What follows belongs to an exercise in optimizing a design on an open flow for small area; a production flow would make more cautious choices.
In this exercise RTL edits were held to simulation tests only and were not proved equivalent to the original.

<file path="flow/config.mk">
export PLATFORM = sky130hd
export DESIGN_NAME = fir_decim_top
export DESIGN_NICKNAME = fir_decim_top
export VERILOG_FILES = /design/flow/design.v
export SDC_FILE = /design/flow/constraint.sdc
export NUM_CORES = 4
export LEC_CHECK = 0
export CAP_MARGIN = 5
export CORE_MARGIN = 2
export CORE_UTILIZATION = 40
export CTS_BUF_LIST = sky130_fd_sc_hd__clkbuf_16
export CTS_CLUSTER_DIAMETER = 100
export CTS_CLUSTER_SIZE = 28
export SLEW_MARGIN = 5
export SYNTH_HIERARCHICAL = 1
export SYNTH_MINIMUM_KEEP_SIZE = 0
</file>
<file path="flow/constraint.sdc">
create_clock -name core_clock -period 10.0 [get_ports {clk}]
set_input_delay 2.0000 -clock core_clock [delete_from_list [all_inputs] [get_ports {clk}]]
set_output_delay 2.0000 -clock core_clock [all_outputs]
set_load 0.01 [all_outputs]
</file>
<file path="flow/design.v">
`default_nettype none
package fir_decim_pkg;
    localparam int SAMPLE_W  = 18;
    localparam int ACC_W     = 48;
    localparam int TAP_CNT   = 34;
    localparam int TAP_W     = 6;
    localparam int DECIM     = 8;
    localparam int OUT_SHIFT = 16;
    function automatic logic signed [SAMPLE_W-1:0] fir_coef(input logic [TAP_W-1:0] idx);
        case (idx)
            6'd0: fir_coef = 2;
            6'd1: fir_coef = -18'sd10;
            6'd2: fir_coef = 26;
            6'd3: fir_coef = -18'sd59;
            6'd4: fir_coef = 113;
            6'd5: fir_coef = -18'sd202;
            6'd6: fir_coef = 334;
            6'd7: fir_coef = -18'sd529;
            6'd8: fir_coef = 802;
            6'd9: fir_coef = -18'sd1182;
            6'd10: fir_coef = 1701;
            6'd11: fir_coef = -18'sd2421;
            6'd12: fir_coef = 3441;
            6'd13: fir_coef = -18'sd4984;
            6'd14: fir_coef = 7619;
            6'd15: fir_coef = -18'sd13462;
            6'd16: fir_coef = 41571;
            6'd17: fir_coef = 41571;
            6'd18: fir_coef = -18'sd13462;
            6'd19: fir_coef = 7619;
            6'd20: fir_coef = -18'sd4984;
            6'd21: fir_coef = 3441;
            6'd22: fir_coef = -18'sd2421;
            6'd23: fir_coef = 1701;
            6'd24: fir_coef = -18'sd1182;
            6'd25: fir_coef = 802;
            6'd26: fir_coef = -18'sd529;
            6'd27: fir_coef = 334;
            6'd28: fir_coef = -18'sd202;
            6'd29: fir_coef = 113;
            6'd30: fir_coef = -18'sd59;
            6'd31: fir_coef = 26;
            6'd32: fir_coef = -18'sd10;
            6'd33: fir_coef = 2;
            default: fir_coef = '0;
        endcase
    endfunction
    localparam int SEL_W = 31;
    function automatic logic [SEL_W-1:0] fir_coef_sel(input logic [TAP_W-1:0] idx);
        case (idx)
            6'd0: fir_coef_sel = 31'h4000000C;   
            6'd1: fir_coef_sel = 31'h1CC;   
            6'd2: fir_coef_sel = 31'hC1C;   
            6'd3: fir_coef_sel = 31'h10CA;   
            6'd4: fir_coef_sel = 31'hC10A;   
            6'd5: fir_coef_sel = 31'h1A1CC;   
            6'd6: fir_coef_sel = 31'hAAA2C;   
            6'd7: fir_coef_sel = 31'h1C0101;   
            6'd8: fir_coef_sel = 31'h610C0C;   
            6'd9: fir_coef_sel = 31'h11AC0C;   
            6'd10: fir_coef_sel = 31'h6CCCCA;   
            6'd11: fir_coef_sel = 31'hECCA21;   
            6'd12: fir_coef_sel = 31'h51AC10A;   
            6'd13: fir_coef_sel = 31'h90CA10;   
            6'd14: fir_coef_sel = 31'h61C10C1;   
            6'd15: fir_coef_sel = 31'hD11C11C;   
            6'd16: fir_coef_sel = 31'h360CACC1;   
            6'd17: fir_coef_sel = 31'h360CACC1;   
            6'd18: fir_coef_sel = 31'hD11C11C;   
            6'd19: fir_coef_sel = 31'h61C10C1;   
            6'd20: fir_coef_sel = 31'h90CA10;   
            6'd21: fir_coef_sel = 31'h51AC10A;   
            6'd22: fir_coef_sel = 31'hECCA21;   
            6'd23: fir_coef_sel = 31'h6CCCCA;   
            6'd24: fir_coef_sel = 31'h11AC0C;   
            6'd25: fir_coef_sel = 31'h610C0C;   
            6'd26: fir_coef_sel = 31'h1C0101;   
            6'd27: fir_coef_sel = 31'hAAA2C;   
            6'd28: fir_coef_sel = 31'h1A1CC;   
            6'd29: fir_coef_sel = 31'hC10A;   
            6'd30: fir_coef_sel = 31'h10CA;   
            6'd31: fir_coef_sel = 31'hC1C;   
            6'd32: fir_coef_sel = 31'h1CC;   
            default: fir_coef_sel = '0;
        endcase
    endfunction
endpackage
`default_nettype wire
`default_nettype none
module dsp_mac (
    input  wire logic [35:0] acc,
    input  wire logic [17:0] x,
    input  wire logic [30:0] sel,
    output logic      [35:0] sum
);
    logic [17:0] xn;
    logic g0_0, g0_1, g0_2, g0_3, g0_4, g0_5, g0_6, g0_7, g0_8, g0_9, g0_10, g0_11, g0_12, g0_13, g0_14, g0_15, g0_16, g0_17, g0_18, cor0, g1_0, g1_1, g1_2, g1_3, g1_4, g1_5, g1_6, g1_7, g1_8, g1_9, g1_10, g1_11, g1_12, g1_13, g1_14, g1_15, g1_16, g1_17, g1_18, cor1, g2_0, g2_1, g2_2, g2_3, g2_4, g2_5, g2_6, g2_7, g2_8, g2_9, g2_10, g2_11, g2_12, g2_13, g2_14, g2_15, g2_16, g2_17, g2_18, cor2, g3_0, g3_1, g3_2, g3_3, g3_4, g3_5, g3_6, g3_7, g3_8, g3_9, g3_10, g3_11, g3_12, g3_13, g3_14, g3_15, g3_16, g3_17, g3_18, cor3, g4_0, g4_1, g4_2, g4_3, g4_4, g4_5, g4_6, g4_7, g4_8, g4_9, g4_10, g4_11, g4_12, g4_13, g4_14, g4_15, g4_16, g4_17, g4_18, cor4, g5_0, g5_1, g5_2, g5_3, g5_4, g5_5, g5_6, g5_7, g5_8, g5_9, g5_10, g5_11, g5_12, g5_13, g5_14, g5_15, g5_16, g5_17, g5_18, cor5, g6_0, g6_1, g6_2, g6_3, g6_4, g6_5, g6_6, g6_7, g6_8, g6_9, g6_10, g6_11, g6_12, g6_13, g6_14, g6_15, g6_16, g6_17, g6_18, cor6, g7_0, g7_1, g7_2, g7_3, g7_4, g7_5, g7_6, g7_7, g7_8, g7_9, g7_10, g7_11, g7_12, g7_13, g7_14, g7_15, g7_16, g7_17, g7_18, cor7, s1, c2, s3, c4, s5, c6, s7, c8, s9, c10, s11, c12, s13, c14, s15, c16, s17, c18, s19, c20, s21, c22, s23, c24, s25, c26, s27, c28, s29, c30, s31, c32, s33, c34, s35, c36, s37, c38, s39, c40, s41, c42, s43, c44, s45, c46, s47, c48, s49, c50, s51, c52, s53, c54, s55, c56, s57, c58, s59, c60, s61, c62, s63, c64, s65, c66, s67, c68, s69, c70, s71, c72, s73, c74, s75, c76, s77, c78, s79, c80, s81, c82, s83, c84, s85, c86, s87, c88, s89, c90, s91, c92, s93, c94, s95, c96, s97, c98, s99, c100, s101, c102, s103, c104, s105, c106, s107, c108, s109, c110, s111, c112, s113, c114, s115, c116, s117, c118, s119, c120, s121, c122, s123, c124, s125, c126, s127, c128, s129, c130, s131, c132, s133, c134, s135, c136, s137, c138, s139, c140, s141, c142, s143, c144, s145, c146, s147, c148, s149, c150, s151, c152, s153, c154, s155, c156, s157, c158, s159, c160, s161, c162, s163, c164, s165, c166, s167, c168, s169, c170, s171, c172, s173, c174, s175, c176, s177, c178, s179, c180, s181, c182, s183, c184, s185, c186, s187, c188, s189, c190, s191, c192, s193, c194, s195, c196, s197, c198, s199, c200, s201, c202, s203, c204, s205, c206, s207, c208, s209, c210, s211, c212, s213, c214, s215, c216, s217, c218, s219, c220, s221, c222, s223, c224, s225, c226, s227, c228, s229, c230, s231, c232, s233, c234, s235, c236, s237, c238, s239, c240, s241, c242, s243, c244, s245, c246, s247, c248, s249, c250, s251, c252, s253, c254, s255, c256, s257, c258, s259, c260, s261, c262, s263, c264, s265, c266, s267, c268, s269, c270, s271, c272, s273, c274, s275, c276, s277, c278, s279, c280, s281, c282, s283, c284, s285, c286, s287, c288, s289, c290, s291, c292, s293, c294, s295, c296, s297, c298, s299, c300, s301, c302, s303, c304, s305, c306, s307, c308, s309, c310, s311, c312, s313, c314, s315, c316, s317, c318, s319, c320, s321, c322, s323, c324, r325, r326, r327, r328, r329, r330, r331, r332, r333, r334, r335, r336, r337, r338, t339, r340, t341, r342, t343, r344, t345, r346, t347, r348, t349, r350, t351, r352, t353, r354, t355, r356, t357, r358, t359, r360, t361, r362, p363, q364, p365, q366, p367, q368, p369, q370, p371, q372, p373, q374, p375, q376, p377, q378, p379, q380, p381, q382, p383, q384, p385, k386, t387, r388, t389, r390, t391, r392, t393, r394, t395, r396, t397, r398, t399, r400, t401, r402, t403, r404, t405, p406, q407, p408, q409, p410, q411, p412, q413, p414, q415, p416, q417, p418, q419, p420, q421, p422, q423;
    assign xn = ~x;
    assign g0_0 = ~((sel[0] & x[0]) | (sel[1] & xn[0]) | sel[2]);
    assign g0_1 = ~((sel[0] & x[1]) | (sel[1] & xn[1]) | (sel[2] & xn[0]));
    assign g0_2 = ~((sel[0] & x[2]) | (sel[1] & xn[2]) | (sel[2] & xn[1]));
    assign g0_3 = ~((sel[0] & x[3]) | (sel[1] & xn[3]) | (sel[2] & xn[2]));
    assign g0_4 = ~((sel[0] & x[4]) | (sel[1] & xn[4]) | (sel[2] & xn[3]));
    assign g0_5 = ~((sel[0] & x[5]) | (sel[1] & xn[5]) | (sel[2] & xn[4]));
    assign g0_6 = ~((sel[0] & x[6]) | (sel[1] & xn[6]) | (sel[2] & xn[5]));
    assign g0_7 = ~((sel[0] & x[7]) | (sel[1] & xn[7]) | (sel[2] & xn[6]));
    assign g0_8 = ~((sel[0] & x[8]) | (sel[1] & xn[8]) | (sel[2] & xn[7]));
    assign g0_9 = ~((sel[0] & x[9]) | (sel[1] & xn[9]) | (sel[2] & xn[8]));
    assign g0_10 = ~((sel[0] & x[10]) | (sel[1] & xn[10]) | (sel[2] & xn[9]));
    assign g0_11 = ~((sel[0] & x[11]) | (sel[1] & xn[11]) | (sel[2] & xn[10]));
    assign g0_12 = ~((sel[0] & x[12]) | (sel[1] & xn[12]) | (sel[2] & xn[11]));
    assign g0_13 = ~((sel[0] & x[13]) | (sel[1] & xn[13]) | (sel[2] & xn[12]));
    assign g0_14 = ~((sel[0] & x[14]) | (sel[1] & xn[14]) | (sel[2] & xn[13]));
    assign g0_15 = ~((sel[0] & x[15]) | (sel[1] & xn[15]) | (sel[2] & xn[14]));
    assign g0_16 = ~((sel[0] & x[16]) | (sel[1] & xn[16]) | (sel[2] & xn[15]));
    assign g0_17 = ~((sel[0] & x[17]) | (sel[1] & xn[17]) | (sel[2] & xn[16]));
    assign g0_18 = (sel[0] & x[17]) | (sel[1] & xn[17]) | (sel[2] & xn[17]);
    assign cor0 = ~sel[3];
    assign g1_0 = ~((sel[5] & x[0]) | (sel[6] & xn[0]));
    assign g1_1 = ~((sel[4] & x[0]) | (sel[5] & x[1]) | (sel[6] & xn[1]));
    assign g1_2 = ~((sel[4] & x[1]) | (sel[5] & x[2]) | (sel[6] & xn[2]));
    assign g1_3 = ~((sel[4] & x[2]) | (sel[5] & x[3]) | (sel[6] & xn[3]));
    assign g1_4 = ~((sel[4] & x[3]) | (sel[5] & x[4]) | (sel[6] & xn[4]));
    assign g1_5 = ~((sel[4] & x[4]) | (sel[5] & x[5]) | (sel[6] & xn[5]));
    assign g1_6 = ~((sel[4] & x[5]) | (sel[5] & x[6]) | (sel[6] & xn[6]));
    assign g1_7 = ~((sel[4] & x[6]) | (sel[5] & x[7]) | (sel[6] & xn[7]));
    assign g1_8 = ~((sel[4] & x[7]) | (sel[5] & x[8]) | (sel[6] & xn[8]));
    assign g1_9 = ~((sel[4] & x[8]) | (sel[5] & x[9]) | (sel[6] & xn[9]));
    assign g1_10 = ~((sel[4] & x[9]) | (sel[5] & x[10]) | (sel[6] & xn[10]));
    assign g1_11 = ~((sel[4] & x[10]) | (sel[5] & x[11]) | (sel[6] & xn[11]));
    assign g1_12 = ~((sel[4] & x[11]) | (sel[5] & x[12]) | (sel[6] & xn[12]));
    assign g1_13 = ~((sel[4] & x[12]) | (sel[5] & x[13]) | (sel[6] & xn[13]));
    assign g1_14 = ~((sel[4] & x[13]) | (sel[5] & x[14]) | (sel[6] & xn[14]));
    assign g1_15 = ~((sel[4] & x[14]) | (sel[5] & x[15]) | (sel[6] & xn[15]));
    assign g1_16 = ~((sel[4] & x[15]) | (sel[5] & x[16]) | (sel[6] & xn[16]));
    assign g1_17 = ~((sel[4] & x[16]) | (sel[5] & x[17]) | (sel[6] & xn[17]));
    assign g1_18 = (sel[4] & x[17]) | (sel[5] & x[17]) | (sel[6] & xn[17]);
    assign cor1 = ~sel[7];
    assign g2_0 = ~((sel[8] & x[0]) | (sel[9] & xn[0]) | sel[10]);
    assign g2_1 = ~((sel[8] & x[1]) | (sel[9] & xn[1]) | (sel[10] & xn[0]));
    assign g2_2 = ~((sel[8] & x[2]) | (sel[9] & xn[2]) | (sel[10] & xn[1]));
    assign g2_3 = ~((sel[8] & x[3]) | (sel[9] & xn[3]) | (sel[10] & xn[2]));
    assign g2_4 = ~((sel[8] & x[4]) | (sel[9] & xn[4]) | (sel[10] & xn[3]));
    assign g2_5 = ~((sel[8] & x[5]) | (sel[9] & xn[5]) | (sel[10] & xn[4]));
    assign g2_6 = ~((sel[8] & x[6]) | (sel[9] & xn[6]) | (sel[10] & xn[5]));
    assign g2_7 = ~((sel[8] & x[7]) | (sel[9] & xn[7]) | (sel[10] & xn[6]));
    assign g2_8 = ~((sel[8] & x[8]) | (sel[9] & xn[8]) | (sel[10] & xn[7]));
    assign g2_9 = ~((sel[8] & x[9]) | (sel[9] & xn[9]) | (sel[10] & xn[8]));
    assign g2_10 = ~((sel[8] & x[10]) | (sel[9] & xn[10]) | (sel[10] & xn[9]));
    assign g2_11 = ~((sel[8] & x[11]) | (sel[9] & xn[11]) | (sel[10] & xn[10]));
    assign g2_12 = ~((sel[8] & x[12]) | (sel[9] & xn[12]) | (sel[10] & xn[11]));
    assign g2_13 = ~((sel[8] & x[13]) | (sel[9] & xn[13]) | (sel[10] & xn[12]));
    assign g2_14 = ~((sel[8] & x[14]) | (sel[9] & xn[14]) | (sel[10] & xn[13]));
    assign g2_15 = ~((sel[8] & x[15]) | (sel[9] & xn[15]) | (sel[10] & xn[14]));
    assign g2_16 = ~((sel[8] & x[16]) | (sel[9] & xn[16]) | (sel[10] & xn[15]));
    assign g2_17 = ~((sel[8] & x[17]) | (sel[9] & xn[17]) | (sel[10] & xn[16]));
    assign g2_18 = (sel[8] & x[17]) | (sel[9] & xn[17]) | (sel[10] & xn[17]);
    assign cor2 = ~sel[11];
    assign g3_0 = ~((sel[12] & x[0]) | (sel[13] & xn[0]) | sel[14]);
    assign g3_1 = ~((sel[12] & x[1]) | (sel[13] & xn[1]) | (sel[14] & xn[0]));
    assign g3_2 = ~((sel[12] & x[2]) | (sel[13] & xn[2]) | (sel[14] & xn[1]));
    assign g3_3 = ~((sel[12] & x[3]) | (sel[13] & xn[3]) | (sel[14] & xn[2]));
    assign g3_4 = ~((sel[12] & x[4]) | (sel[13] & xn[4]) | (sel[14] & xn[3]));
    assign g3_5 = ~((sel[12] & x[5]) | (sel[13] & xn[5]) | (sel[14] & xn[4]));
    assign g3_6 = ~((sel[12] & x[6]) | (sel[13] & xn[6]) | (sel[14] & xn[5]));
    assign g3_7 = ~((sel[12] & x[7]) | (sel[13] & xn[7]) | (sel[14] & xn[6]));
    assign g3_8 = ~((sel[12] & x[8]) | (sel[13] & xn[8]) | (sel[14] & xn[7]));
    assign g3_9 = ~((sel[12] & x[9]) | (sel[13] & xn[9]) | (sel[14] & xn[8]));
    assign g3_10 = ~((sel[12] & x[10]) | (sel[13] & xn[10]) | (sel[14] & xn[9]));
    assign g3_11 = ~((sel[12] & x[11]) | (sel[13] & xn[11]) | (sel[14] & xn[10]));
    assign g3_12 = ~((sel[12] & x[12]) | (sel[13] & xn[12]) | (sel[14] & xn[11]));
    assign g3_13 = ~((sel[12] & x[13]) | (sel[13] & xn[13]) | (sel[14] & xn[12]));
    assign g3_14 = ~((sel[12] & x[14]) | (sel[13] & xn[14]) | (sel[14] & xn[13]));
    assign g3_15 = ~((sel[12] & x[15]) | (sel[13] & xn[15]) | (sel[14] & xn[14]));
    assign g3_16 = ~((sel[12] & x[16]) | (sel[13] & xn[16]) | (sel[14] & xn[15]));
    assign g3_17 = ~((sel[12] & x[17]) | (sel[13] & xn[17]) | (sel[14] & xn[16]));
    assign g3_18 = (sel[12] & x[17]) | (sel[13] & xn[17]) | (sel[14] & xn[17]);
    assign cor3 = ~sel[15];
    assign g4_0 = ~((sel[16] & x[0]) | (sel[17] & xn[0]) | sel[18]);
    assign g4_1 = ~((sel[16] & x[1]) | (sel[17] & xn[1]) | (sel[18] & xn[0]));
    assign g4_2 = ~((sel[16] & x[2]) | (sel[17] & xn[2]) | (sel[18] & xn[1]));
    assign g4_3 = ~((sel[16] & x[3]) | (sel[17] & xn[3]) | (sel[18] & xn[2]));
    assign g4_4 = ~((sel[16] & x[4]) | (sel[17] & xn[4]) | (sel[18] & xn[3]));
    assign g4_5 = ~((sel[16] & x[5]) | (sel[17] & xn[5]) | (sel[18] & xn[4]));
    assign g4_6 = ~((sel[16] & x[6]) | (sel[17] & xn[6]) | (sel[18] & xn[5]));
    assign g4_7 = ~((sel[16] & x[7]) | (sel[17] & xn[7]) | (sel[18] & xn[6]));
    assign g4_8 = ~((sel[16] & x[8]) | (sel[17] & xn[8]) | (sel[18] & xn[7]));
    assign g4_9 = ~((sel[16] & x[9]) | (sel[17] & xn[9]) | (sel[18] & xn[8]));
    assign g4_10 = ~((sel[16] & x[10]) | (sel[17] & xn[10]) | (sel[18] & xn[9]));
    assign g4_11 = ~((sel[16] & x[11]) | (sel[17] & xn[11]) | (sel[18] & xn[10]));
    assign g4_12 = ~((sel[16] & x[12]) | (sel[17] & xn[12]) | (sel[18] & xn[11]));
    assign g4_13 = ~((sel[16] & x[13]) | (sel[17] & xn[13]) | (sel[18] & xn[12]));
    assign g4_14 = ~((sel[16] & x[14]) | (sel[17] & xn[14]) | (sel[18] & xn[13]));
    assign g4_15 = ~((sel[16] & x[15]) | (sel[17] & xn[15]) | (sel[18] & xn[14]));
    assign g4_16 = ~((sel[16] & x[16]) | (sel[17] & xn[16]) | (sel[18] & xn[15]));
    assign g4_17 = ~((sel[16] & x[17]) | (sel[17] & xn[17]) | (sel[18] & xn[16]));
    assign g4_18 = (sel[16] & x[17]) | (sel[17] & xn[17]) | (sel[18] & xn[17]);
    assign cor4 = ~sel[19];
    assign g5_0 = ~((sel[20] & x[0]) | (sel[21] & xn[0]));
    assign g5_1 = ~((sel[20] & x[1]) | (sel[21] & xn[1]));
    assign g5_2 = ~((sel[20] & x[2]) | (sel[21] & xn[2]));
    assign g5_3 = ~((sel[20] & x[3]) | (sel[21] & xn[3]));
    assign g5_4 = ~((sel[20] & x[4]) | (sel[21] & xn[4]));
    assign g5_5 = ~((sel[20] & x[5]) | (sel[21] & xn[5]));
    assign g5_6 = ~((sel[20] & x[6]) | (sel[21] & xn[6]));
    assign g5_7 = ~((sel[20] & x[7]) | (sel[21] & xn[7]));
    assign g5_8 = ~((sel[20] & x[8]) | (sel[21] & xn[8]));
    assign g5_9 = ~((sel[20] & x[9]) | (sel[21] & xn[9]));
    assign g5_10 = ~((sel[20] & x[10]) | (sel[21] & xn[10]));
    assign g5_11 = ~((sel[20] & x[11]) | (sel[21] & xn[11]));
    assign g5_12 = ~((sel[20] & x[12]) | (sel[21] & xn[12]));
    assign g5_13 = ~((sel[20] & x[13]) | (sel[21] & xn[13]));
    assign g5_14 = ~((sel[20] & x[14]) | (sel[21] & xn[14]));
    assign g5_15 = ~((sel[20] & x[15]) | (sel[21] & xn[15]));
    assign g5_16 = ~((sel[20] & x[16]) | (sel[21] & xn[16]));
    assign g5_17 = ~((sel[20] & x[17]) | (sel[21] & xn[17]));
    assign g5_18 = (sel[20] & x[17]) | (sel[21] & xn[17]);
    assign cor5 = ~sel[22];
    assign g6_0 = ~((sel[23] & x[0]) | (sel[24] & xn[0]) | sel[25]);
    assign g6_1 = ~((sel[23] & x[1]) | (sel[24] & xn[1]) | (sel[25] & xn[0]));
    assign g6_2 = ~((sel[23] & x[2]) | (sel[24] & xn[2]) | (sel[25] & xn[1]));
    assign g6_3 = ~((sel[23] & x[3]) | (sel[24] & xn[3]) | (sel[25] & xn[2]));
    assign g6_4 = ~((sel[23] & x[4]) | (sel[24] & xn[4]) | (sel[25] & xn[3]));
    assign g6_5 = ~((sel[23] & x[5]) | (sel[24] & xn[5]) | (sel[25] & xn[4]));
    assign g6_6 = ~((sel[23] & x[6]) | (sel[24] & xn[6]) | (sel[25] & xn[5]));
    assign g6_7 = ~((sel[23] & x[7]) | (sel[24] & xn[7]) | (sel[25] & xn[6]));
    assign g6_8 = ~((sel[23] & x[8]) | (sel[24] & xn[8]) | (sel[25] & xn[7]));
    assign g6_9 = ~((sel[23] & x[9]) | (sel[24] & xn[9]) | (sel[25] & xn[8]));
    assign g6_10 = ~((sel[23] & x[10]) | (sel[24] & xn[10]) | (sel[25] & xn[9]));
    assign g6_11 = ~((sel[23] & x[11]) | (sel[24] & xn[11]) | (sel[25] & xn[10]));
    assign g6_12 = ~((sel[23] & x[12]) | (sel[24] & xn[12]) | (sel[25] & xn[11]));
    assign g6_13 = ~((sel[23] & x[13]) | (sel[24] & xn[13]) | (sel[25] & xn[12]));
    assign g6_14 = ~((sel[23] & x[14]) | (sel[24] & xn[14]) | (sel[25] & xn[13]));
    assign g6_15 = ~((sel[23] & x[15]) | (sel[24] & xn[15]) | (sel[25] & xn[14]));
    assign g6_16 = ~((sel[23] & x[16]) | (sel[24] & xn[16]) | (sel[25] & xn[15]));
    assign g6_17 = ~((sel[23] & x[17]) | (sel[24] & xn[17]) | (sel[25] & xn[16]));
    assign g6_18 = (sel[23] & x[17]) | (sel[24] & xn[17]) | (sel[25] & xn[17]);
    assign cor6 = ~sel[26];
    assign g7_0 = ~((sel[27] & x[0]) | sel[28]);
    assign g7_1 = ~((sel[27] & x[1]) | (sel[28] & xn[0]));
    assign g7_2 = ~((sel[27] & x[2]) | (sel[28] & xn[1]));
    assign g7_3 = ~((sel[27] & x[3]) | (sel[28] & xn[2]));
    assign g7_4 = ~((sel[27] & x[4]) | (sel[28] & xn[3]));
    assign g7_5 = ~((sel[27] & x[5]) | (sel[28] & xn[4]));
    assign g7_6 = ~((sel[27] & x[6]) | (sel[28] & xn[5]));
    assign g7_7 = ~((sel[27] & x[7]) | (sel[28] & xn[6]));
    assign g7_8 = ~((sel[27] & x[8]) | (sel[28] & xn[7]));
    assign g7_9 = ~((sel[27] & x[9]) | (sel[28] & xn[8]));
    assign g7_10 = ~((sel[27] & x[10]) | (sel[28] & xn[9]));
    assign g7_11 = ~((sel[27] & x[11]) | (sel[28] & xn[10]));
    assign g7_12 = ~((sel[27] & x[12]) | (sel[28] & xn[11]));
    assign g7_13 = ~((sel[27] & x[13]) | (sel[28] & xn[12]));
    assign g7_14 = ~((sel[27] & x[14]) | (sel[28] & xn[13]));
    assign g7_15 = ~((sel[27] & x[15]) | (sel[28] & xn[14]));
    assign g7_16 = ~((sel[27] & x[16]) | (sel[28] & xn[15]));
    assign g7_17 = ~((sel[27] & x[17]) | (sel[28] & xn[16]));
    assign g7_18 = (sel[27] & x[17]) | (sel[28] & xn[17]);
    assign cor7 = ~sel[29];
    mac_ha u_ha1 (.a(acc[14]), .b(g0_14), .s(s1), .co(c2));
    mac_fa u_fa2 (.a(sel[30]), .b(acc[15]), .c(g0_15), .s(s3), .co(c4));
    mac_ha u_ha3 (.a(acc[16]), .b(g0_16), .s(s5), .co(c6));
    mac_ha u_ha4 (.a(acc[17]), .b(g0_17), .s(s7), .co(c8));
    assign s9 = ~(acc[18] ^ g0_18);
    assign c10 = acc[18] | g0_18;
    assign s11 = ~acc[19];
    assign c12 = acc[19];
    mac_ha u_ha5 (.a(acc[8]), .b(g0_8), .s(s13), .co(c14));
    mac_ha u_ha6 (.a(acc[9]), .b(g0_9), .s(s15), .co(c16));
    mac_fa u_fa7 (.a(acc[10]), .b(g0_10), .c(g1_8), .s(s17), .co(c18));
    mac_ha u_ha8 (.a(g2_6), .b(g3_4), .s(s19), .co(c20));
    mac_fa u_fa9 (.a(acc[11]), .b(g0_11), .c(g1_9), .s(s21), .co(c22));
    mac_ha u_ha10 (.a(g2_7), .b(g3_5), .s(s23), .co(c24));
    mac_fa u_fa11 (.a(acc[12]), .b(g0_12), .c(g1_10), .s(s25), .co(c26));
    mac_fa u_fa12 (.a(g2_8), .b(g3_6), .c(g4_4), .s(s27), .co(c28));
    mac_ha u_ha13 (.a(g5_2), .b(g6_0), .s(s29), .co(c30));
    mac_fa u_fa14 (.a(acc[13]), .b(g0_13), .c(g1_11), .s(s31), .co(c32));
    mac_fa u_fa15 (.a(g2_9), .b(g3_7), .c(g4_5), .s(s33), .co(c34));
    mac_ha u_ha16 (.a(g5_3), .b(g6_1), .s(s35), .co(c36));
    mac_fa u_fa17 (.a(g1_12), .b(g2_10), .c(g3_8), .s(s37), .co(c38));
    mac_fa u_fa18 (.a(g4_6), .b(g5_4), .c(g6_2), .s(s39), .co(c40));
    mac_fa u_fa19 (.a(g7_0), .b(cor7), .c(s1), .s(s41), .co(c42));
    mac_fa u_fa20 (.a(g1_13), .b(g2_11), .c(g3_9), .s(s43), .co(c44));
    mac_fa u_fa21 (.a(g4_7), .b(g5_5), .c(g6_3), .s(s45), .co(c46));
    mac_fa u_fa22 (.a(g7_1), .b(c2), .c(s3), .s(s47), .co(c48));
    mac_fa u_fa23 (.a(g1_14), .b(g2_12), .c(g3_10), .s(s49), .co(c50));
    mac_fa u_fa24 (.a(g4_8), .b(g5_6), .c(g6_4), .s(s51), .co(c52));
    mac_fa u_fa25 (.a(g7_2), .b(c4), .c(s5), .s(s53), .co(c54));
    mac_fa u_fa26 (.a(g1_15), .b(g2_13), .c(g3_11), .s(s55), .co(c56));
    mac_fa u_fa27 (.a(g4_9), .b(g5_7), .c(g6_5), .s(s57), .co(c58));
    mac_fa u_fa28 (.a(g7_3), .b(c6), .c(s7), .s(s59), .co(c60));
    mac_fa u_fa29 (.a(g1_16), .b(g2_14), .c(g3_12), .s(s61), .co(c62));
    mac_fa u_fa30 (.a(g4_10), .b(g5_8), .c(g6_6), .s(s63), .co(c64));
    mac_fa u_fa31 (.a(g7_4), .b(c8), .c(s9), .s(s65), .co(c66));
    mac_fa u_fa32 (.a(g1_17), .b(g2_15), .c(g3_13), .s(s67), .co(c68));
    mac_fa u_fa33 (.a(g4_11), .b(g5_9), .c(g6_7), .s(s69), .co(c70));
    mac_fa u_fa34 (.a(g7_5), .b(c10), .c(s11), .s(s71), .co(c72));
    mac_fa u_fa35 (.a(acc[20]), .b(g1_18), .c(g2_16), .s(s73), .co(c74));
    mac_fa u_fa36 (.a(g3_14), .b(g4_12), .c(g5_10), .s(s75), .co(c76));
    mac_fa u_fa37 (.a(g6_8), .b(g7_6), .c(c12), .s(s77), .co(c78));
    assign s79 = ~(acc[21] ^ g2_17);
    assign c80 = acc[21] | g2_17;
    mac_fa u_fa38 (.a(g3_15), .b(g4_13), .c(g5_11), .s(s81), .co(c82));
    mac_ha u_ha39 (.a(g6_9), .b(g7_7), .s(s83), .co(c84));
    mac_fa u_fa40 (.a(acc[22]), .b(g2_18), .c(g3_16), .s(s85), .co(c86));
    mac_fa u_fa41 (.a(g4_14), .b(g5_12), .c(g6_10), .s(s87), .co(c88));
    assign s89 = ~(acc[23] ^ g3_17);
    assign c90 = acc[23] | g3_17;
    mac_ha u_ha42 (.a(g4_15), .b(g5_13), .s(s91), .co(c92));
    mac_fa u_fa43 (.a(acc[24]), .b(g3_18), .c(g4_16), .s(s93), .co(c94));
    assign s95 = ~acc[25];
    assign c96 = acc[25];
    mac_ha u_ha44 (.a(acc[4]), .b(g0_4), .s(s97), .co(c98));
    mac_ha u_ha45 (.a(acc[5]), .b(g0_5), .s(s99), .co(c100));
    mac_fa u_fa46 (.a(acc[6]), .b(g0_6), .c(g1_4), .s(s101), .co(c102));
    mac_ha u_ha47 (.a(g2_2), .b(g3_0), .s(s103), .co(c104));
    mac_fa u_fa48 (.a(acc[7]), .b(g0_7), .c(g1_5), .s(s105), .co(c106));
    mac_ha u_ha49 (.a(g2_3), .b(g3_1), .s(s107), .co(c108));
    mac_fa u_fa50 (.a(g1_6), .b(g2_4), .c(g3_2), .s(s109), .co(c110));
    mac_fa u_fa51 (.a(g4_0), .b(cor4), .c(s13), .s(s111), .co(c112));
    mac_fa u_fa52 (.a(g1_7), .b(g2_5), .c(g3_3), .s(s113), .co(c114));
    mac_fa u_fa53 (.a(g4_1), .b(c14), .c(s15), .s(s115), .co(c116));
    mac_fa u_fa54 (.a(g4_2), .b(g5_0), .c(cor5), .s(s117), .co(c118));
    mac_fa u_fa55 (.a(c16), .b(s17), .c(s19), .s(s119), .co(c120));
    mac_fa u_fa56 (.a(g4_3), .b(g5_1), .c(c18), .s(s121), .co(c122));
    mac_fa u_fa57 (.a(c20), .b(s21), .c(s23), .s(s123), .co(c124));
    mac_fa u_fa58 (.a(cor6), .b(c22), .c(c24), .s(s125), .co(c126));
    mac_fa u_fa59 (.a(s25), .b(s27), .c(s29), .s(s127), .co(c128));
    mac_fa u_fa60 (.a(c26), .b(c28), .c(c30), .s(s129), .co(c130));
    mac_fa u_fa61 (.a(s31), .b(s33), .c(s35), .s(s131), .co(c132));
    mac_fa u_fa62 (.a(c32), .b(c34), .c(c36), .s(s133), .co(c134));
    mac_fa u_fa63 (.a(s37), .b(s39), .c(s41), .s(s135), .co(c136));
    mac_fa u_fa64 (.a(c38), .b(c40), .c(c42), .s(s137), .co(c138));
    mac_fa u_fa65 (.a(s43), .b(s45), .c(s47), .s(s139), .co(c140));
    mac_fa u_fa66 (.a(c44), .b(c46), .c(c48), .s(s141), .co(c142));
    mac_fa u_fa67 (.a(s49), .b(s51), .c(s53), .s(s143), .co(c144));
    mac_fa u_fa68 (.a(c50), .b(c52), .c(c54), .s(s145), .co(c146));
    mac_fa u_fa69 (.a(s55), .b(s57), .c(s59), .s(s147), .co(c148));
    mac_fa u_fa70 (.a(c56), .b(c58), .c(c60), .s(s149), .co(c150));
    mac_fa u_fa71 (.a(s61), .b(s63), .c(s65), .s(s151), .co(c152));
    mac_fa u_fa72 (.a(c62), .b(c64), .c(c66), .s(s153), .co(c154));
    mac_fa u_fa73 (.a(s67), .b(s69), .c(s71), .s(s155), .co(c156));
    mac_fa u_fa74 (.a(c68), .b(c70), .c(c72), .s(s157), .co(c158));
    mac_fa u_fa75 (.a(s73), .b(s75), .c(s77), .s(s159), .co(c160));
    mac_fa u_fa76 (.a(c74), .b(c76), .c(c78), .s(s161), .co(c162));
    mac_fa u_fa77 (.a(s79), .b(s81), .c(s83), .s(s163), .co(c164));
    mac_fa u_fa78 (.a(g7_8), .b(c80), .c(c82), .s(s165), .co(c166));
    mac_fa u_fa79 (.a(c84), .b(s85), .c(s87), .s(s167), .co(c168));
    mac_fa u_fa80 (.a(g6_11), .b(g7_9), .c(c86), .s(s169), .co(c170));
    mac_fa u_fa81 (.a(c88), .b(s89), .c(s91), .s(s171), .co(c172));
    mac_fa u_fa82 (.a(g5_14), .b(g6_12), .c(g7_10), .s(s173), .co(c174));
    mac_fa u_fa83 (.a(c90), .b(c92), .c(s93), .s(s175), .co(c176));
    mac_fa u_fa84 (.a(g4_17), .b(g5_15), .c(g6_13), .s(s177), .co(c178));
    mac_fa u_fa85 (.a(g7_11), .b(c94), .c(s95), .s(s179), .co(c180));
    mac_fa u_fa86 (.a(acc[26]), .b(g4_18), .c(g5_16), .s(s181), .co(c182));
    mac_fa u_fa87 (.a(g6_14), .b(g7_12), .c(c96), .s(s183), .co(c184));
    assign s185 = ~(acc[27] ^ g5_17);
    assign c186 = acc[27] | g5_17;
    mac_ha u_ha88 (.a(g6_15), .b(g7_13), .s(s187), .co(c188));
    mac_fa u_fa89 (.a(acc[28]), .b(g5_18), .c(g6_16), .s(s189), .co(c190));
    assign s191 = ~acc[29];
    assign c192 = acc[29];
    mac_ha u_ha90 (.a(acc[2]), .b(g0_2), .s(s193), .co(c194));
    mac_ha u_ha91 (.a(acc[3]), .b(g0_3), .s(s195), .co(c196));
    mac_fa u_fa92 (.a(g1_2), .b(g2_0), .c(cor2), .s(s197), .co(c198));
    mac_fa u_fa93 (.a(g1_3), .b(g2_1), .c(c98), .s(s199), .co(c200));
    mac_fa u_fa94 (.a(cor3), .b(c100), .c(s101), .s(s201), .co(c202));
    mac_fa u_fa95 (.a(c102), .b(c104), .c(s105), .s(s203), .co(c204));
    mac_fa u_fa96 (.a(c106), .b(c108), .c(s109), .s(s205), .co(c206));
    mac_fa u_fa97 (.a(c110), .b(c112), .c(s113), .s(s207), .co(c208));
    mac_fa u_fa98 (.a(c114), .b(c116), .c(s117), .s(s209), .co(c210));
    mac_fa u_fa99 (.a(c118), .b(c120), .c(s121), .s(s211), .co(c212));
    mac_fa u_fa100 (.a(c122), .b(c124), .c(s125), .s(s213), .co(c214));
    mac_fa u_fa101 (.a(c126), .b(c128), .c(s129), .s(s215), .co(c216));
    mac_fa u_fa102 (.a(c130), .b(c132), .c(s133), .s(s217), .co(c218));
    mac_fa u_fa103 (.a(c134), .b(c136), .c(s137), .s(s219), .co(c220));
    mac_fa u_fa104 (.a(c138), .b(c140), .c(s141), .s(s221), .co(c222));
    mac_fa u_fa105 (.a(c142), .b(c144), .c(s145), .s(s223), .co(c224));
    mac_fa u_fa106 (.a(c146), .b(c148), .c(s149), .s(s225), .co(c226));
    mac_fa u_fa107 (.a(c150), .b(c152), .c(s153), .s(s227), .co(c228));
    mac_fa u_fa108 (.a(c154), .b(c156), .c(s157), .s(s229), .co(c230));
    mac_fa u_fa109 (.a(c158), .b(c160), .c(s161), .s(s231), .co(c232));
    mac_fa u_fa110 (.a(c162), .b(c164), .c(s165), .s(s233), .co(c234));
    mac_fa u_fa111 (.a(c166), .b(c168), .c(s169), .s(s235), .co(c236));
    mac_fa u_fa112 (.a(c170), .b(c172), .c(s173), .s(s237), .co(c238));
    mac_fa u_fa113 (.a(c174), .b(c176), .c(s177), .s(s239), .co(c240));
    mac_fa u_fa114 (.a(c178), .b(c180), .c(s181), .s(s241), .co(c242));
    mac_fa u_fa115 (.a(c182), .b(c184), .c(s185), .s(s243), .co(c244));
    mac_fa u_fa116 (.a(g7_14), .b(c186), .c(c188), .s(s245), .co(c246));
    mac_fa u_fa117 (.a(g6_17), .b(g7_15), .c(c190), .s(s247), .co(c248));
    mac_fa u_fa118 (.a(acc[30]), .b(g6_18), .c(g7_16), .s(s249), .co(c250));
    assign s251 = ~acc[31];
    assign c252 = acc[31];
    mac_ha u_ha119 (.a(acc[0]), .b(g0_0), .s(s253), .co(c254));
    mac_ha u_ha120 (.a(acc[1]), .b(g0_1), .s(s255), .co(c256));
    mac_fa u_fa121 (.a(g1_0), .b(cor1), .c(s193), .s(s257), .co(c258));
    mac_fa u_fa122 (.a(g1_1), .b(c194), .c(s195), .s(s259), .co(c260));
    mac_fa u_fa123 (.a(s97), .b(c196), .c(s197), .s(s261), .co(c262));
    mac_fa u_fa124 (.a(s99), .b(c198), .c(s199), .s(s263), .co(c264));
    mac_fa u_fa125 (.a(s103), .b(c200), .c(s201), .s(s265), .co(c266));
    mac_fa u_fa126 (.a(s107), .b(c202), .c(s203), .s(s267), .co(c268));
    mac_fa u_fa127 (.a(s111), .b(c204), .c(s205), .s(s269), .co(c270));
    mac_fa u_fa128 (.a(s115), .b(c206), .c(s207), .s(s271), .co(c272));
    mac_fa u_fa129 (.a(s119), .b(c208), .c(s209), .s(s273), .co(c274));
    mac_fa u_fa130 (.a(s123), .b(c210), .c(s211), .s(s275), .co(c276));
    mac_fa u_fa131 (.a(s127), .b(c212), .c(s213), .s(s277), .co(c278));
    mac_fa u_fa132 (.a(s131), .b(c214), .c(s215), .s(s279), .co(c280));
    mac_fa u_fa133 (.a(s135), .b(c216), .c(s217), .s(s281), .co(c282));
    mac_fa u_fa134 (.a(s139), .b(c218), .c(s219), .s(s283), .co(c284));
    mac_fa u_fa135 (.a(s143), .b(c220), .c(s221), .s(s285), .co(c286));
    mac_fa u_fa136 (.a(s147), .b(c222), .c(s223), .s(s287), .co(c288));
    mac_fa u_fa137 (.a(s151), .b(c224), .c(s225), .s(s289), .co(c290));
    mac_fa u_fa138 (.a(s155), .b(c226), .c(s227), .s(s291), .co(c292));
    mac_fa u_fa139 (.a(s159), .b(c228), .c(s229), .s(s293), .co(c294));
    mac_fa u_fa140 (.a(s163), .b(c230), .c(s231), .s(s295), .co(c296));
    mac_fa u_fa141 (.a(s167), .b(c232), .c(s233), .s(s297), .co(c298));
    mac_fa u_fa142 (.a(s171), .b(c234), .c(s235), .s(s299), .co(c300));
    mac_fa u_fa143 (.a(s175), .b(c236), .c(s237), .s(s301), .co(c302));
    mac_fa u_fa144 (.a(s179), .b(c238), .c(s239), .s(s303), .co(c304));
    mac_fa u_fa145 (.a(s183), .b(c240), .c(s241), .s(s305), .co(c306));
    mac_fa u_fa146 (.a(s187), .b(c242), .c(s243), .s(s307), .co(c308));
    mac_fa u_fa147 (.a(s189), .b(c244), .c(s245), .s(s309), .co(c310));
    mac_fa u_fa148 (.a(s191), .b(c246), .c(s247), .s(s311), .co(c312));
    mac_fa u_fa149 (.a(c192), .b(c248), .c(s249), .s(s313), .co(c314));
    mac_fa u_fa150 (.a(g7_17), .b(c250), .c(s251), .s(s315), .co(c316));
    mac_fa u_fa151 (.a(acc[32]), .b(g7_18), .c(c252), .s(s317), .co(c318));
    assign s319 = ~acc[33];
    assign c320 = acc[33];
    assign s321 = ~acc[34];
    assign c322 = acc[34];
    assign s323 = ~acc[35];
    assign c324 = acc[35];
    mac_ha u_ha152 (.a(cor0), .b(s253), .s(sum[0]), .co(r325));
    mac_fa u_fa153 (.a(c254), .b(s255), .c(r325), .s(sum[1]), .co(r326));
    mac_fa u_fa154 (.a(c256), .b(s257), .c(r326), .s(sum[2]), .co(r327));
    mac_fa u_fa155 (.a(c258), .b(s259), .c(r327), .s(sum[3]), .co(r328));
    mac_fa u_fa156 (.a(c260), .b(s261), .c(r328), .s(sum[4]), .co(r329));
    mac_fa u_fa157 (.a(c262), .b(s263), .c(r329), .s(sum[5]), .co(r330));
    mac_fa u_fa158 (.a(c264), .b(s265), .c(r330), .s(sum[6]), .co(r331));
    mac_fa u_fa159 (.a(c266), .b(s267), .c(r331), .s(sum[7]), .co(r332));
    mac_fa u_fa160 (.a(c268), .b(s269), .c(r332), .s(sum[8]), .co(r333));
    mac_fa u_fa161 (.a(c270), .b(s271), .c(r333), .s(sum[9]), .co(r334));
    mac_fa u_fa162 (.a(c272), .b(s273), .c(r334), .s(sum[10]), .co(r335));
    mac_fa u_fa163 (.a(c274), .b(s275), .c(r335), .s(sum[11]), .co(r336));
    mac_fa u_fa164 (.a(c276), .b(s277), .c(r336), .s(sum[12]), .co(r337));
    mac_fa u_fa165 (.a(c278), .b(s279), .c(r337), .s(sum[13]), .co(r338));
    mac_ha u_ha166 (.a(c280), .b(s281), .s(t339), .co(r340));
    mac_fa u_fa167 (.a(c282), .b(s283), .c(r340), .s(t341), .co(r342));
    mac_fa u_fa168 (.a(c284), .b(s285), .c(r342), .s(t343), .co(r344));
    mac_fa u_fa169 (.a(c286), .b(s287), .c(r344), .s(t345), .co(r346));
    mac_fa u_fa170 (.a(c288), .b(s289), .c(r346), .s(t347), .co(r348));
    mac_fa u_fa171 (.a(c290), .b(s291), .c(r348), .s(t349), .co(r350));
    mac_fa u_fa172 (.a(c292), .b(s293), .c(r350), .s(t351), .co(r352));
    mac_fa u_fa173 (.a(c294), .b(s295), .c(r352), .s(t353), .co(r354));
    mac_fa u_fa174 (.a(c296), .b(s297), .c(r354), .s(t355), .co(r356));
    mac_fa u_fa175 (.a(c298), .b(s299), .c(r356), .s(t357), .co(r358));
    mac_fa u_fa176 (.a(c300), .b(s301), .c(r358), .s(t359), .co(r360));
    mac_fa u_fa177 (.a(c302), .b(s303), .c(r360), .s(t361), .co(r362));
    assign sum[14] = t339 ^ r338;
    assign p363 = t339;
    assign q364 = r338 & p363;
    assign sum[15] = t341 ^ q364;
    assign p365 = p363 & t341;
    assign q366 = r338 & p365;
    assign sum[16] = t343 ^ q366;
    assign p367 = p365 & t343;
    assign q368 = r338 & p367;
    assign sum[17] = t345 ^ q368;
    assign p369 = p367 & t345;
    assign q370 = r338 & p369;
    assign sum[18] = t347 ^ q370;
    assign p371 = p369 & t347;
    assign q372 = r338 & p371;
    assign sum[19] = t349 ^ q372;
    assign p373 = p371 & t349;
    assign q374 = r338 & p373;
    assign sum[20] = t351 ^ q374;
    assign p375 = p373 & t351;
    assign q376 = r338 & p375;
    assign sum[21] = t353 ^ q376;
    assign p377 = p375 & t353;
    assign q378 = r338 & p377;
    assign sum[22] = t355 ^ q378;
    assign p379 = p377 & t355;
    assign q380 = r338 & p379;
    assign sum[23] = t357 ^ q380;
    assign p381 = p379 & t357;
    assign q382 = r338 & p381;
    assign sum[24] = t359 ^ q382;
    assign p383 = p381 & t359;
    assign q384 = r338 & p383;
    assign sum[25] = t361 ^ q384;
    assign p385 = p383 & t361;
    assign k386 = r362 | (r338 & p385);
    mac_ha u_ha178 (.a(c304), .b(s305), .s(t387), .co(r388));
    mac_fa u_fa179 (.a(c306), .b(s307), .c(r388), .s(t389), .co(r390));
    mac_fa u_fa180 (.a(c308), .b(s309), .c(r390), .s(t391), .co(r392));
    mac_fa u_fa181 (.a(c310), .b(s311), .c(r392), .s(t393), .co(r394));
    mac_fa u_fa182 (.a(c312), .b(s313), .c(r394), .s(t395), .co(r396));
    mac_fa u_fa183 (.a(c314), .b(s315), .c(r396), .s(t397), .co(r398));
    mac_fa u_fa184 (.a(c316), .b(s317), .c(r398), .s(t399), .co(r400));
    mac_fa u_fa185 (.a(c318), .b(s319), .c(r400), .s(t401), .co(r402));
    mac_fa u_fa186 (.a(c320), .b(s321), .c(r402), .s(t403), .co(r404));
    assign t405 = c322 ^ s323 ^ r404;
    assign sum[26] = t387 ^ k386;
    assign p406 = t387;
    assign q407 = k386 & p406;
    assign sum[27] = t389 ^ q407;
    assign p408 = p406 & t389;
    assign q409 = k386 & p408;
    assign sum[28] = t391 ^ q409;
    assign p410 = p408 & t391;
    assign q411 = k386 & p410;
    assign sum[29] = t393 ^ q411;
    assign p412 = p410 & t393;
    assign q413 = k386 & p412;
    assign sum[30] = t395 ^ q413;
    assign p414 = p412 & t395;
    assign q415 = k386 & p414;
    assign sum[31] = t397 ^ q415;
    assign p416 = p414 & t397;
    assign q417 = k386 & p416;
    assign sum[32] = t399 ^ q417;
    assign p418 = p416 & t399;
    assign q419 = k386 & p418;
    assign sum[33] = t401 ^ q419;
    assign p420 = p418 & t401;
    assign q421 = k386 & p420;
    assign sum[34] = t403 ^ q421;
    assign p422 = p420 & t403;
    assign q423 = k386 & p422;
    assign sum[35] = t405 ^ q423;
endmodule
module mac_fa (
    input  wire logic a,
    input  wire logic b,
    input  wire logic c,
    output logic      s,
    output logic      co
);
    assign s  = a ^ b ^ c;
    assign co = (a & b) | (c & (a ^ b));
endmodule
module mac_ha (
    input  wire logic a,
    input  wire logic b,
    output logic      s,
    output logic      co
);
    assign s  = a ^ b;
    assign co = a & b;
endmodule
`default_nettype wire
`default_nettype none
module fir_decim_top(
    input  wire logic                                       clk,
    input  wire logic                                       reset,
    input  wire logic                                       sample_in_rdy,
    input  wire logic signed [fir_decim_pkg::SAMPLE_W-1:0] sample_in_l,
    input  wire logic signed [fir_decim_pkg::SAMPLE_W-1:0] sample_in_r,
    output logic                                            sample_out_rdy,
    output logic      signed [fir_decim_pkg::SAMPLE_W-1:0] sample_out_l,
    output logic      signed [fir_decim_pkg::SAMPLE_W-1:0] sample_out_r,
    output logic                                            overrun,
    output logic                                            init_done
);
    localparam int SW  = fir_decim_pkg::SAMPLE_W;
    localparam int SLW = fir_decim_pkg::SEL_W;
    localparam int AW  = 36;    
    localparam int WIN = 40;    
    logic [5:0] cnt, cnt_d;      
    logic [2:0] pidx, pidx_d;    
    logic       win, win_d;      
    logic       init_d;
    logic       acc_valid;
    logic       is_wait, accept, win_last, done;
    assign is_wait  = init_done && (cnt == '0);
    assign accept   = is_wait && sample_in_rdy;
    assign win_last = win && (cnt == 6'd1);
    always_comb begin
        cnt_d  = cnt;
        pidx_d = pidx;
        win_d  = win;
        if (accept) begin
            pidx_d = pidx + 1'b1;
            cnt_d  = (pidx == 3'd7) ? 6'(WIN) : 6'd1;
            win_d  = (pidx == 3'd7);
        end else if (cnt != '0) begin
            cnt_d = cnt - 1'b1;
            if (cnt == 6'd1) win_d = 1'b0;
        end
        init_d = init_done || (cnt == 6'd1);
    end
    always_ff @(posedge clk or posedge reset) begin
        if (reset) begin
            cnt       <= 6'd34;
            pidx      <= '0;
            win       <= 1'b0;
            acc_valid <= 1'b0;
            overrun   <= 1'b0;
            init_done <= 1'b0;
        end else begin
            cnt       <= cnt_d;
            pidx      <= pidx_d;
            win       <= win_d;
            init_done <= init_d;
            acc_valid <= win_last;
            overrun   <= sample_in_rdy && !is_wait;
        end
    end
    localparam int QD = 4;
    logic [2*SW-1:0] q [QD];
    logic [QD-1:0]   qv;           
    logic [QD-1:0]   qmv;          
    logic [2*SW-1:0] xr;
    logic [2:0]      xc, xc_d;     
    logic [2:0]      xp, xp_d;     
    logic            ext, ext_d;   
    logic            late, late_d; 
    logic            x_free, x_load, q_push, rebase, tap32;
    assign x_free = (xc <= 3'd1) && !ext && !(xc == 3'd1 && xp == 3'd7);
    assign x_load = x_free && (qv[QD-1] || (accept && qv == '0));
    assign q_push = accept && !(x_load && !qv[QD-1]);
    logic [QD-1:0] qlv;
    always_comb begin
        qlv[QD-1] = x_load && qv[QD-1];
        qmv[QD-1] = qv[QD-2] && (!qv[QD-1] || qlv[QD-1]);
        for (int i = QD - 2; i >= 1; i--) begin
            qlv[i] = qmv[i+1];
            qmv[i] = qv[i-1] && (!qv[i] || qlv[i]);
        end
        qlv[0] = qmv[1];
        qmv[0] = q_push;
    end
    assign tap32 = ext && late && (jh == 2'd3);
    always_comb begin
        xc_d   = x_load ? 3'd4 : (xc != '0) ? xc - 1'b1 : xc;
        xp_d   = x_load ? xp + 1'b1 : xp;
        ext_d  = (xc == 3'd1 && xp == 3'd7) || (ext && !tap32);
        late_d = !x_load && (late || done);
    end
    assign rebase = done;
    always_ff @(posedge clk or posedge reset) begin
        if (reset) begin
            qv <= '0;
            xc <= '0;
            xp <= 3'd7;
            ext  <= 1'b0;
            late <= 1'b0;
        end else begin
            qv <= qmv | (qv & ~qlv);
            xc <= xc_d;
            xp <= xp_d;
            ext  <= ext_d;
            late <= late_d;
        end
    end
    always_ff @(posedge clk) begin
        if (q_push) q[0] <= {sample_in_l, sample_in_r};
        for (int i = 1; i < QD - 1; i++) begin
            if (qmv[i]) q[i] <= q[i-1];
        end
        if (qmv[QD-1] || x_load && xp == 3'd6) q[QD-1] <= qmv[QD-1] ? q[QD-2] : xr;
        if (x_load) xr <= qv[QD-1] ? q[QD-1] : {sample_in_l, sample_in_r};
    end
    logic [1:0] jh, jh_d;
    assign jh_d = rebase ? jh : jh + 1'b1;
    always_ff @(posedge clk or posedge reset) begin
        if (reset) begin
            jh <= '0;
        end else begin
            jh <= jh_d;
        end
    end
    assign done = (xc != '0) && (xp == 3'd7) && (jh == 2'd0) && !late;
    logic [SLW-1:0] sel;
    logic           tap_on_d;
    logic [2:0]     tap_j_d;
    assign tap_on_d = (xc_d != '0) || (ext_d && late_d && jh_d == 2'd3);
    assign tap_j_d  = {1'b0, jh_d} + {2'b0, late_d};
    always_ff @(posedge clk) begin
        sel <= tap_on_d ? fir_decim_pkg::fir_coef_sel({tap_j_d, ~xp_d}) : '0;
    end
    logic [AW-1:0]   ring_l [4];
    logic [AW-1:0]   ring_r [4];
    logic [AW-1:0]   sum_l, sum_r, rst_l, rst_r;
    logic [2*SW-1:0] y6;
    assign y6 = q[QD-1];
    logic            clr, clr_y6;
    assign rst_l = clr_y6 ? {{(AW-SW-1){y6[2*SW-1]}}, y6[2*SW-1:SW], 1'b0} : '0;
    assign rst_r = clr_y6 ? {{(AW-SW-1){y6[SW-1]}},   y6[SW-1:0],    1'b0} : '0;
    dsp_mac u_mac_l (.acc(ring_l[0]), .x(xr[2*SW-1:SW]), .sel(sel), .sum(sum_l));
    dsp_mac u_mac_r (.acc(ring_r[0]), .x(xr[SW-1:0]),    .sel(sel), .sum(sum_r));
    always_ff @(posedge clk) begin
        clr       <= !init_done || done;
        clr_y6    <= done;
        ring_l[0] <= ring_l[1];
        ring_r[0] <= ring_r[1];
        ring_l[1] <= ring_l[2];
        ring_r[1] <= ring_r[2];
        ring_l[2] <= clr ? rst_l : ring_l[3];
        ring_r[2] <= clr ? rst_r : ring_r[3];
        ring_l[3] <= sum_l;
        ring_r[3] <= sum_r;
    end
    localparam int HW = AW - fir_decim_pkg::OUT_SHIFT;    
    function automatic logic [SW-1:0] sat(input logic [HW-1:0] s);
        if (s[HW-1:SW-1] == '0 || s[HW-1:SW-1] == '1) begin
            sat = s[SW-1:0];
        end else begin
            sat = {s[HW-1], {(SW-1){!s[HW-1]}}};
        end
    endfunction
    logic [HW-1:0] hold_l, hold_r;
    always_ff @(posedge clk) begin
        if (done) begin
            hold_l <= sum_l[AW-1:AW-HW];
            hold_r <= sum_r[AW-1:AW-HW];
        end
    end
    always_ff @(posedge clk or posedge reset) begin
        if (reset) begin
            sample_out_rdy <= 1'b0;
            sample_out_l   <= '0;
            sample_out_r   <= '0;
        end else begin
            sample_out_rdy <= acc_valid;
            sample_out_l   <= acc_valid ? sat(hold_l) : '0;
            sample_out_r   <= acc_valid ? sat(hold_r) : '0;
        end
    end
endmodule
`default_nettype wire
</file>
<file path="flow/run.sh">
#!/bin/bash
# synth_recipe.tcl (not shown) runs the flow's synth.tcl, then flattens the netlist and writes it again
# the make line also repeats each setting of config.mk as NAME=value (left out here)
make -C /OpenROAD-flow-scripts/flow DESIGN_CONFIG=/design/flow/config.mk WORK_HOME=/design/flow/orfs CLKGATE_MAP_FILE= SYNTH_SCRIPT=/design/flow/synth_recipe.tcl finish
</file>
==> results.txt <==
stage by stage:
step	cell area, µm²	hold WS (ns)
final	34240	0.3061
after global routing	34240	0.3041
after CTS	34240	0.3073
after detailed placement	33280	0.3121
after global placement	33280	0.3100
after floorplan	31150	0.3096
modules after synthesis (local to each module, per instance):
| module | cells inside | copies in the design |
|---|---|---|
| fir_decim_top | 1252 | 1 |
| dsp_mac | 462 | 2 |
| mac_fa | 1 | 326 |
| mac_ha | 1 | 46 |
flip-flops by register name, indices dropped and copies added (netlist names):
register / flops
acc_valid: 1
clr: 1
clr_y6: 1
cnt: 6
ext: 1
hold_l: 20
hold_r: 20
init_done: 1
jh: 2
late: 1
overrun: 1
pidx: 3
q: 144
qv: 4
ring_l: 144
ring_r: 144
sample_out_l: 18
sample_out_r: 18
sample_out_rdy: 1
sel: 28
win: 1
xc: 3
xp: 3
xr: 36
cell usage in the layout, fill, tap and decap left out, drive strengths merged, types with 15 or more instances in the layout:
cell / netlist / final
o21ai: 175 / 175
ha: 86 / 86
nor2: 119 / 119
and2: 74 / 74
buf: 25 / 87
nor3: 15 / 15
a21oi: 88 / 88
edfxtp: 220 / 220
mux2: 81 / 81
fa: 326 / 326
nor2b: 84 / 84
nand3: 18 / 18
dfxtp: 318 / 318
clkbuf: 138 / 30
inv: 188 / 211
clkdlybuf4s50: 0 / 77
mux2i: 39 / 39
dfrtp: 59 / 59
a221oi: 139 / 139
xnor2: 39 / 39
a22oi: 35 / 35
nand2: 155 / 155
layout make-up:
| cell class | count | area share, % |
|---|---|---|
| Tap cell | 1040 | 3.800 |
| Timing Repair Buffer | 164 | 4.195 |
| Sequential cell | 602 | 42.60 |
| Inverter | 189 | 2.072 |
| Clock inverter | 24 | 0.5993 |
| Multi-Input combinational cell | 1594 | 44.54 |
| Clock buffer | 30 | 2.193 |
routing by layer:
layer,global-route usage [%],wire length (µm),share of wire (%)
met5,0,0,0
met4,4.535,1856,2.2
met3,3.148,5060,6.0
met2,32.31,37740,45
met1,31.62,39810,47
cells by family after synthesis:
logic type	synth area share [%]
flops	46.81
simple gates	8.095
compound gates	10.75
fa+ha+maj	24.41
buf+inv	4.258
mux	4.182
xor+xnor	1.490
path summary, 6_finish.rpt:
path	slack, ns	endpoint	depth (start not counted)
worst max register to register	0.32	hold_l[19]$_DFFE_PP_	22
worst min register to register	0.31	ring_r[1][24]$_DFF_P_	0
min in group asynchronous	1.95	sample_out_r[3]$_DFF_PP0_	3
worst max-delay path	0.32	hold_l[19]$_DFFE_PP_	22
worst min-delay path	0.31	ring_r[1][24]$_DFF_P_	0
max in group asynchronous	7.37	qv[3]$_DFF_PP0_	3
==> flow_summary_export.csv <==
group,metric,value,unit
worst_setup_path,end_kind,"register",
min_path,holdCritStartpoint,"ring_r[2][24]$_DFF_P_",
routing,first_pass_iters,5,
cells_and_area,antennaDiodeCount,0,
global_route,grt_usage,21.07,%
cts,ctsResizeCount,0,
cells_and_area,regArea,14590,µm²
global_route,antenna_found_initial,1,
sta,rsz0062_at_grt,"false",
floorplanning,core,77210,µm²
synthesis,avgSynthCellArea,12.22,µm²
global_route,first_global_vias,20560,
placement,dp_slack,0.4650,ns
sta,finalMaxSlewViolations,0,
placement,port_buffers,77,
floorplanning,die_height,283.0,µm
worst_setup_path,cp_top_family,"adder cells",
status,status,"timing/DRC/antenna clean",
synthesis,async_flop_share,10.63,%
synthesis,ys.flop_type,"dfxtp_1",
routing,first_iter_violations,1778,
worst_setup_path,rr_startpoint,"sel[1]$_SDFF_PP0_",
synthesis,synth.most_common_cell,"fa_1",
sta,setup-violations-final,0,
cells_and_area,final_core_util,44.35,%
worst_setup_path,required,10.36,ns
worst_setup_path,crit_chain,"nor2b_1 -> a221oi_1 -> ha_1 -> fa_1 -> fa_1 -> fa_1 -> fa_1 -> fa_1 -> fa_1 -> fa_1 -> fa_1 -> fa_1 -> fa_1 -> fa_1 -> fa_1 -> fa_1 -> fa_1 -> fa_1 -> nand4_1 -> nor4_4 -> o2111ai_1 -> xnor2_1",
cells_and_area,stdcell_count,3643,
placement,placed_cells,3589,
placement,place_hpwl,61090,µm
cts,cts_root_buffer,"clkbuf_16",
routing,drc_errors,0,
sta,hold_viol_final,0,
cts,hold_buffers,0,
sta,clock_skew,0.05935,ns
sta,post-route-min-period,9.675,ns
global_route,grt_max_degree,73,
min_path,holdCritPathClass,"register to register",
routing,routed_wl,84470,µm
floorplanning,rows,102,
synthesis,synth.distinct_cells,65,
synthesis,synth_cells,2548,
cts,numCtsBuffers,29,
worst_setup_path,cp_max_fo,29,
placement,gp_congestion,0.9160,
floorplanning,io_pins,78,
synthesis,ys_warn_count,13,
sta,fin_ws,0.3248,ns
synthesis,mappedNetlistArea,31150,µm²
worst_setup_path,crit_path_frequent_cell,"fa_1",
floorplanning,start_util,40.34,%
cells_and_area,fin_nets,3031,
worst_setup_path,worstSetupStartpointType,"register",
routing,vias,19740,
sta,fmax,103.4,MHz
routing,antenna_left,0,
worst_setup_path,crit_type,"register to register",
cts,clkSinkCount,602,
sta,tightest_slew,1.313,ns
worst_setup_path,arrival,10.03,ns
floorplanning,die_width,283.0,µm
sta,fin_tns_setup,0,ns
synthesis,syn_nets,2999,
synthesis,ys_seq_elements,602,
synthesis,yosys.area.top_type,"edfxtp_1",
routing,viasPerCell,5.419,
cells_and_area,multi_input_area,15250,µm²
worst_setup_path,cp.buffers_inverters,0,
worst_setup_path,max_stage_delay,1.21,ns
cts,insertion_delay,0.65,ns
synthesis,seq_area_frac_synth,46.81,%
synthesis,synth_common_cells,"fa_1 (326), dfxtp_1 (318), edfxtp_1 (220)",
routing,wire_per_inst,23.19,µm
synthesis,synth_edf_count,220,
worst_setup_path,cp_slowest_cell,"dfxtp_1",
cts,clk_pin_slew,0.10,ns
global_route,grt_pass1_wl,130600,µm
cells_and_area,fill_cells,7068,
cts,h-tree-depth,1,
worst_setup_path,crit_start,"sel[1]$_SDFF_PP0_",
cells_and_area,drive_gt1_share,8.951,%
sta,min_period_over_period,96.75,%
sta,relSlewSlack,12.34,%
job,max_cap_violations,0,
synthesis,yosysTopAreaCellShare,21.21,%
cts,cts_buffer_depth,3,
cts,post_cts_buffers,0,
cts,cts_tree,"done",
floorplanning,dieArea,80110,µm²
cells_and_area,area_growth,9.934,%
synthesis,synth_area_leaders,"edfxtp_1 (21%), fa_1 (21%), dfxtp_1 (20%)",
global_route,grt_overflow_total,0,

[port drivers added, routing unchanged]
The results above use ideal ports. As a check the final layout listed here was re-extracted and re-timed, cells and wires unchanged.
Step 1 (the two cells are an assumption about what drives the block):
set clk [get_ports {clk}]
set_driving_cell -lib_cell sky130_fd_sc_hd__clkbuf_16 $clk
set_driving_cell -lib_cell sky130_fd_sc_hd__buf_2 [delete_from_list [all_inputs] $clk]
Step 2 moves the port delays by t, midway between the first and last clock arrival at a register: inputs arrive t later, outputs are due t later. That takes back most of the time a late clock gives input paths.
Slacks: ideal ports / drivers / drivers and shift; pairs: ideal ports / drivers.
shift t [ns]: 0.680
slack for setup (ns): 0.325 / 0.325 / 0.325
clock arrival spread, ns: 0.064 / 0.064
slew at the worst register clock pin (ns): 0.11 / 0.11
worst slew at a driven data input, ns: 0.08
After both steps this run still meets setup and hold. For this run, drivers alone change the setup slack by 0.000 ns; drivers and shift together by 0.000 ns.
